This is an optimization exercise on Yosys and OpenROAD, whose aim is small area and a short achievable clock period, not a production implementation.
The RTL was checked by simulation tests, not by an equivalence proof against the original design.
Power is estimated from default activity; no workload was simulated.

<file path="flow/run.sh">
#!/bin/bash
# synth_recipe.tcl (not shown) runs the flow's synth.tcl, then flattens the netlist and writes it again
# the make line also repeats each setting of config.mk as NAME=value (left out here)
make -C /OpenROAD-flow-scripts/flow DESIGN_CONFIG=/design/flow/config.mk WORK_HOME=/design/flow/orfs CLKGATE_MAP_FILE= SYNTH_SCRIPT=/design/flow/synth_recipe.tcl finish
</file>
<file path="flow/config.mk">
export PLATFORM = sky130hd
export DESIGN_NAME = regfile_sb
export DESIGN_NICKNAME = regfile_sb
export VERILOG_FILES = /design/flow/design.v
export SDC_FILE = /design/flow/constraint.sdc
export NUM_CORES = 4
export LEC_CHECK = 0
export CAP_MARGIN = 20
export CORE_MARGIN = 2
export CORE_UTILIZATION = 55
export CTS_BUF_LIST = sky130_fd_sc_hd__clkbuf_4
export PLACE_DENSITY = 0.65
export SETUP_SLACK_MARGIN = 2.5
export SLEW_MARGIN = 20
export SYNTH_HIERARCHICAL = 1
export SYNTH_MINIMUM_KEEP_SIZE = 0
</file>
<file path="flow/constraint.sdc">
create_clock -name core_clock -period 7.8 [get_ports {clk}]
set_input_delay 1.5600 -clock core_clock [delete_from_list [all_inputs] [get_ports {clk}]]
set_output_delay 1.5600 -clock core_clock [all_outputs]
set_load 0.01 [all_outputs]
</file>
<file path="flow/design.v">
module rf_nor2  (input logic a, b, output logic y); assign y = ~(a | b); endmodule
module rf_and2  (input logic a, b, output logic y); assign y = a & b; endmodule
module rf_and3  (input logic a, b, c, output logic y); assign y = a & b & c; endmodule
module rf_nand2 (input logic a, b, output logic y); assign y = ~(a & b); endmodule
module rf_nand4 (input logic a, b, c, d, output logic y); assign y = ~(a & b & c & d); endmodule
module rf_aoi22 (input logic a1, a2, b1, b2, output logic y); assign y = ~((a1 & a2) | (b1 & b2)); endmodule
module rf_aoi21 (input logic a1, a2, b1, output logic y); assign y = ~((a1 & a2) | b1); endmodule
module rf_aoi32 (input logic a1, a2, a3, b1, b2, output logic y);
  assign y = ~((a1 & a2 & a3) | (b1 & b2));
endmodule
module rf_or8 (
  input  logic [7:0] s,
  input  logic [7:0] v,
  output logic       z
);
  logic [3:0] p;
  for (genvar k = 0; k < 4; k++) begin : g_p
    assign p[k] = ~((s[2*k] & v[2*k]) | (s[2*k+1] & v[2*k+1]));
  end
  assign z = ~(&p);
endmodule
module rf_or7 (
  input  logic [6:0] s,
  input  logic [6:0] v,
  output logic       z
);
  logic [3:0] p;
  for (genvar k = 0; k < 3; k++) begin : g_p
    assign p[k] = ~((s[2*k] & v[2*k]) | (s[2*k+1] & v[2*k+1]));
  end
  assign p[3] = ~(s[6] & v[6]);
  assign z = ~(&p);
endmodule
module rf_eq2 #(parameter int K = 0) (input logic [1:0] a, output logic y);
  assign y = (a == 2'(K));
endmodule
module rf_eq3 #(parameter int K = 0) (input logic [2:0] a, output logic y);
  assign y = (a == 3'(K));
endmodule
module rf_rdec (
  input  logic [4:0]  addr,
  input  logic [31:0] wr,
  output logic [31:0] dec,
  output logic [31:0] sel
);
  logic [3:0] lo;
  logic [7:0] hi;
  for (genvar j = 0; j < 4; j++) begin : g_lo
    rf_eq2 #(.K(j)) u (.a(addr[1:0]), .y(lo[j]));
  end
  for (genvar j = 0; j < 8; j++) begin : g_hi
    rf_eq3 #(.K(j)) u (.a(addr[4:2]), .y(hi[j]));
  end
  assign dec[0] = 1'b0;
  assign sel[0] = 1'b0;
  for (genvar i = 1; i < 32; i++) begin : g_sel
    rf_and2 ud (.a(lo[i % 4]), .b(hi[i / 4]), .y(dec[i]));
    rf_and3 us (.a(lo[i % 4]), .b(hi[i / 4]), .c(wr[i]), .y(sel[i]));
  end
endmodule
module rf_or31 (
  input  logic [31:1] s,
  input  logic [31:1] v,
  output logic        x1,
  output logic        x2
);
  logic [3:0] z;
  for (genvar k = 0; k < 3; k++) begin : g_z
    rf_or8 u (.s(s[8*k+8:8*k+1]), .v(v[8*k+8:8*k+1]), .z(z[k]));
  end
  rf_or7 u3 (.s(s[31:25]), .v(v[31:25]), .z(z[3]));
  rf_nor2 u1 (.a(z[0]), .b(z[1]), .y(x1));
  rf_nor2 u2 (.a(z[2]), .b(z[3]), .y(x2));
endmodule
module rf_rport (
  input  logic [4:0]        addr,
  input  logic [31:0]       wr,
  input  logic [31:0]       busy,
  input  logic [31:0][31:0] q,       
  input  logic [31:0][4:0]  q1,      
  input  logic              hit,
  input  logic              nhit,
  input  logic [31:0]       nd,      
  output logic [31:0]       data,
  output logic              busy_o
);
  logic [31:0] dec, sel;
  rf_rdec u_dec (.addr(addr), .wr(wr), .dec(dec), .sel(sel));
  for (genvar b = 0; b < 32; b++) begin : g_bit
    logic [31:1] v;
    logic [31:1] s;
    logic        x1, x2;
    for (genvar i = 1; i < 32; i++) begin : g_v
      if (b < 5 && ((i >> b) & 1) == 1) begin : g_one
        assign s[i] = dec[i];
        assign v[i] = q1[i][b];
      end else begin : g_q
        assign s[i] = sel[i];
        assign v[i] = q[i][b];
      end
    end
    rf_or31 u_or (.s(s), .v(v), .x1(x1), .x2(x2));
    rf_aoi32 u_out (.a1(x1), .a2(x2), .a3(nhit), .b1(hit), .b2(nd[b]), .y(data[b]));
  end
  logic bx1, bx2;
  rf_or31 u_bor (.s(dec[31:1]), .v(busy[31:1]), .x1(bx1), .x2(bx2));
  rf_aoi21 u_bout (.a1(bx1), .a2(bx2), .b1(hit), .y(busy_o));
endmodule
module regfile_sb #(
  parameter int XLEN       = 32,
  parameter int NREGS      = 32,
  parameter int AW         = 5,
  parameter int BYPASS     = 1,
  parameter int ZERO_REG   = 1,
  parameter int INIT_INDEX = 1
) (
  input  logic             clk,
  input  logic             rst,
  input  logic             RegWEn,
  input  logic [AW-1:0]    AddrD,
  input  logic [XLEN-1:0]  DataD,
  input  logic [AW-1:0]    AddrA,
  input  logic [AW-1:0]    AddrB,
  output logic [XLEN-1:0]  DataA,
  output logic [XLEN-1:0]  DataB,
  input  logic             issue_en,
  input  logic [AW-1:0]    issue_rd,
  input  logic             flush,
  output logic             busy_a,
  output logic             busy_b,
  output logic [NREGS-1:0] busy_vec
);
  logic        we, iss;
  logic [31:0] w_we, w_set;
  logic [31:0][31:0] r_q;
  logic [31:0] r_wr, r_busy;
  assign we  = RegWEn   && (AddrD    != '0);
  assign iss = issue_en && (issue_rd != '0);
  for (genvar g = 0; g < 32; g++) begin : g_dec
    assign w_we[g]  = we  && (AddrD    == 5'(g));
    assign w_set[g] = iss && (issue_rd == 5'(g));
  end
  assign r_q[0]    = '0;
  assign r_wr[0]   = 1'b0;
  assign r_busy[0] = 1'b0;
  for (genvar g = 1; g < 32; g++) begin : g_reg
    always_ff @(posedge clk) begin
      if (w_we[g]) r_q[g] <= DataD;
    end
    always_ff @(posedge clk or posedge rst) begin
      if (rst) begin
        r_wr[g]   <= 1'b0;
        r_busy[g] <= 1'b0;
      end else begin
        if (w_we[g]) r_wr[g] <= 1'b1;
        if (flush)         r_busy[g] <= 1'b0;
        else if (w_set[g]) r_busy[g] <= 1'b1;
        else if (w_we[g])  r_busy[g] <= 1'b0;
      end
    end
  end
  logic        hit_a, hit_b;
  logic [31:0] nd;
  logic [31:0][4:0] q1;
  for (genvar g = 0; g < 32; g++) begin : g_q1
    assign q1[g] = r_q[g][4:0] | {5{~r_wr[g]}};
  end
  assign hit_a = we && (AddrD == AddrA);
  assign hit_b = we && (AddrD == AddrB);
  assign nd    = ~DataD;
  rf_rport u_pa (.addr(AddrA), .wr(r_wr), .busy(r_busy), .q(r_q), .q1(q1), .hit(hit_a),
                 .nhit(~hit_a), .nd(nd), .data(DataA), .busy_o(busy_a));
  rf_rport u_pb (.addr(AddrB), .wr(r_wr), .busy(r_busy), .q(r_q), .q1(q1), .hit(hit_b),
                 .nhit(~hit_b), .nd(nd), .data(DataB), .busy_o(busy_b));
  assign busy_vec = r_busy;
endmodule
</file>
==> results.py <==
metrics = {
    "setup_path": {
        "critical_path.max_fanout": 19,
        "crit_end": "DataA[28]",
        "path_depth": 9,
        "setup.worst_path.start_class": "input pin",
        "worstPathCellList": "buf_4 -> and3b_2 -> and3_4 -> buf_12 -> a22oi_1 -> nand4_1 -> nor2_4 -> a32oi_2 -> clkdlybuf4s50_1",
        "required_ns": 6.24,
        "crit_slowest_cell": "clkdlybuf4s50_1",
        "worstSetupEndpointType": "output pin",
        "slowest_delay_ns": 0.60,
        "rr_worst_depth": 1,
        "cp.arrival_ns": 4.02,
        "crit_buf_inv": 3,
        "reg2reg_to": "r_wr[31]$_DFFE_PP0P_",
        "crit_start": "AddrA[4]",
        "r2r_slack_ns": 6.81,
        "crit_family": "buffers and inverters",
        "critPathKind": "input pin to output pin",
        "timing.rr.start": "r_wr[31]$_DFFE_PP0P_",
    },
    "logic_synthesis": {
        "syn_inst": 2954,
        "syn_area_per_cell_um2": 15.0,
        "post_synth_instance_area_um2": 44400,
        "synth_nets": 3011,
        "yosysWarnings": 7,
    },
    "power_and_ir_drop": {
        "p_leak_uw": 0.0183,
        "peakVddDrop_v": 0.000151,
        "power_density_nw_per_um2": 221,
    },
    "sta": {
        "rsz0062_at_grt": "true",
        "finalCritPeriodShare_pct": 71.5,
        "timing.fmax_mhz": 179,
        "period_minus_slack_ns": 5.58,
        "setup_viol": 0,
        "maxSlewHeadroom_pct": 33.6,
        "fin_setup_tns_ns": 0,
        "finalHoldViolCount": 0,
        "worst_slew_pin_slew_ns": 0.997,
        "fin_skew_ns": 0,
        "drv_slew": 0,
    },
    "die": {
        "core.rowCount": 104,
        "pin_count": 155,
        "initial_utilization_pct": 55.3,
        "core_um2": 80200,
        "fp.dieH_um": 288,
        "dieArea_um2": 82900,
        "die_w_um": 288,
    },
    "drt": {
        "drt-total-wl_mm": 178,
        "via_count": 37325,
        "drt_first_pass_iters": 10,
        "drc": 0,
        "drt_iter0_drc": 6906,
        "drt-wirelength-per-cell_um": 35.8,
        "postRouteAntennaNets": 0,
        "viasPerCell": 7.53,
    },
    "clock_network": {
        "cts.sinks": 1054,
        "tritoncts": "done",
        "clkTransAtPathRegs_ns": 0.07,
        "numCtsBuffers": 291,
        "clockBufferDepth": 4,
        "root_buffer": "clkbuf_4",
        "insertion_delay_ns": 1.16,
        "htreeDepth": 5,
    },
    "placement": {
        "place_inst": 4368,
        "place_congestion": 0.983,
        "io_buffers": 153,
        "hpwl_mm": 106,
    },
    "global_routing": {
        "antenna_found_initial": 3,
        "grt_pass1_vias": 36617,
        "grt_overflow": 0,
        "grt_max_degree": 63,
        "track_usage_pct": 42.4,
        "grt_pass1_wl_mm": 249,
    },
    "worst_hold_path": {
        "hold_class": "register to register",
    },
    "finish": {
        "nets": 3776,
        "syn_to_final_growth_pct": 24.4,
        "drive_above_1_share_pct": 27.5,
        "finalNonFillerCells": 4959,
        "fin_util_pct": 68.8,
    },
    "flow_run": {
        "drv_cap": 0,
    },
    "outcome": {
        "run_status": "timing/DRC/antenna clean",
    },
}
==> sequential cells by signal, indices dropped and copies added, names as in the netlist <==
register,count
r_q,992
r_busy,31
r_wr,31
==> per-layer routing <==
metal	vias to the layer above	wire length (um)	track usage, %
met5	-	0	0
met4	0	11600	24.6
met3	843	26500	13.6
met2	3509	77600	62.8
met1	18342	61700	55.0
li1	14631	-	-
==> layout make-up <==
cell class                 count  area (um^2)
sequential                  1054        31300
antenna                       10         25.0
clock buffer                 405         3040
timing repair buffer         484         4720
clock inverter                58          304
tap                         1060         1330
inverter                      64          240
fill                        5721        25000
multi-input combinational   1824        14200
==> what timing repair did <==
| action | in CTS | in global routing |
|---|---|---|
| setup endpoints to repair | 66 | 64 |
| pin swaps | 98 | 73 |
| setup buffers | 89 | 20 |
| cloned | 8 | 1 |
| hold buffers | 0 | 0 |
| gates resized for setup | 464 | 107 |
==> worst min path at each step <==
stage	from	slack [ns]	cells after the start	endpoint
3_5_place_dp	r_wr[16]$_DFFE_PP0P_	0.50	1	r_wr[16]$_DFFE_PP0P_
3_3_place_gp	r_wr[16]$_DFFE_PP0P_	0.50	1	r_wr[16]$_DFFE_PP0P_
4_1_cts	r_wr[16]$_DFFE_PP0P_	0.53	1	r_wr[16]$_DFFE_PP0P_
5_1_grt	r_wr[1]$_DFFE_PP0P_	0.56	1	r_wr[1]$_DFFE_PP0P_
2_1_floorplan	r_wr[16]$_DFFE_PP0P_	0.47	1	r_wr[16]$_DFFE_PP0P_
6_report	r_wr[16]$_DFFE_PP0P_	0.53	1	r_wr[16]$_DFFE_PP0P_
==> metrics by stage <==
step           instance area (um^2)  total power, uW  setup WS, ns  hold slack [ns]
2_1_floorplan                 44400             6840          3.01            0.465
3_3_place_gp                  49300             7420         0.995            0.496
3_5_place_dp                  49300             7440          1.01            0.497
4_1_cts                       54800            12200          2.27            0.530
5_1_grt                       55200            12600          2.21            0.565
6_report                      55200            12200          2.22            0.532
==> report_power, final <==
group	switching [uW]	leakage, uW	internal [uW]	total, uW
combinational	693	0.00657	380	1070
clock	2260	0.00202	2470	4730
sequential	110	0.00972	6290	6400
total	3060	0.0183	9140	12200
==> placed cells by master (no fill, tap or decap), types with 66 or more instances in the layout <==
cell type	count
a222oi_1	66
a22oi_1	908
buf_4	263
clkbuf_4	406
clkdlybuf4s50_1	73
edfxtp_1	992
nand2b_1	82
nand3_1	70
nand4_1	202
nor2_4	82

-- port drivers added, routing unchanged --
Ports are ideal in the flow. The routed layout listed here was re-timed in OpenROAD. Step 1: set_driving_cell puts a clkbuf_16 on clk and a buf_2 on each other input, an assumption about the parent block. Step 2 adds t to the input delays and takes it off the output delays; t is the mean of the earliest and latest rising clock arrival at the registers after step 1. Input paths then give back, and output paths get back, about the clock's delay inside the block. Three values: ideal, step 1, step 2; two values: the first two.
shift t [ns]: 1.251
setup WS [ns]: 2.224 / 2.198 / 2.198
worst setup path at the end: input to output
After both steps setup and hold are still met in this run. The setup slack of this run moves by -0.026 ns with the drivers and by -0.026 ns with both steps.
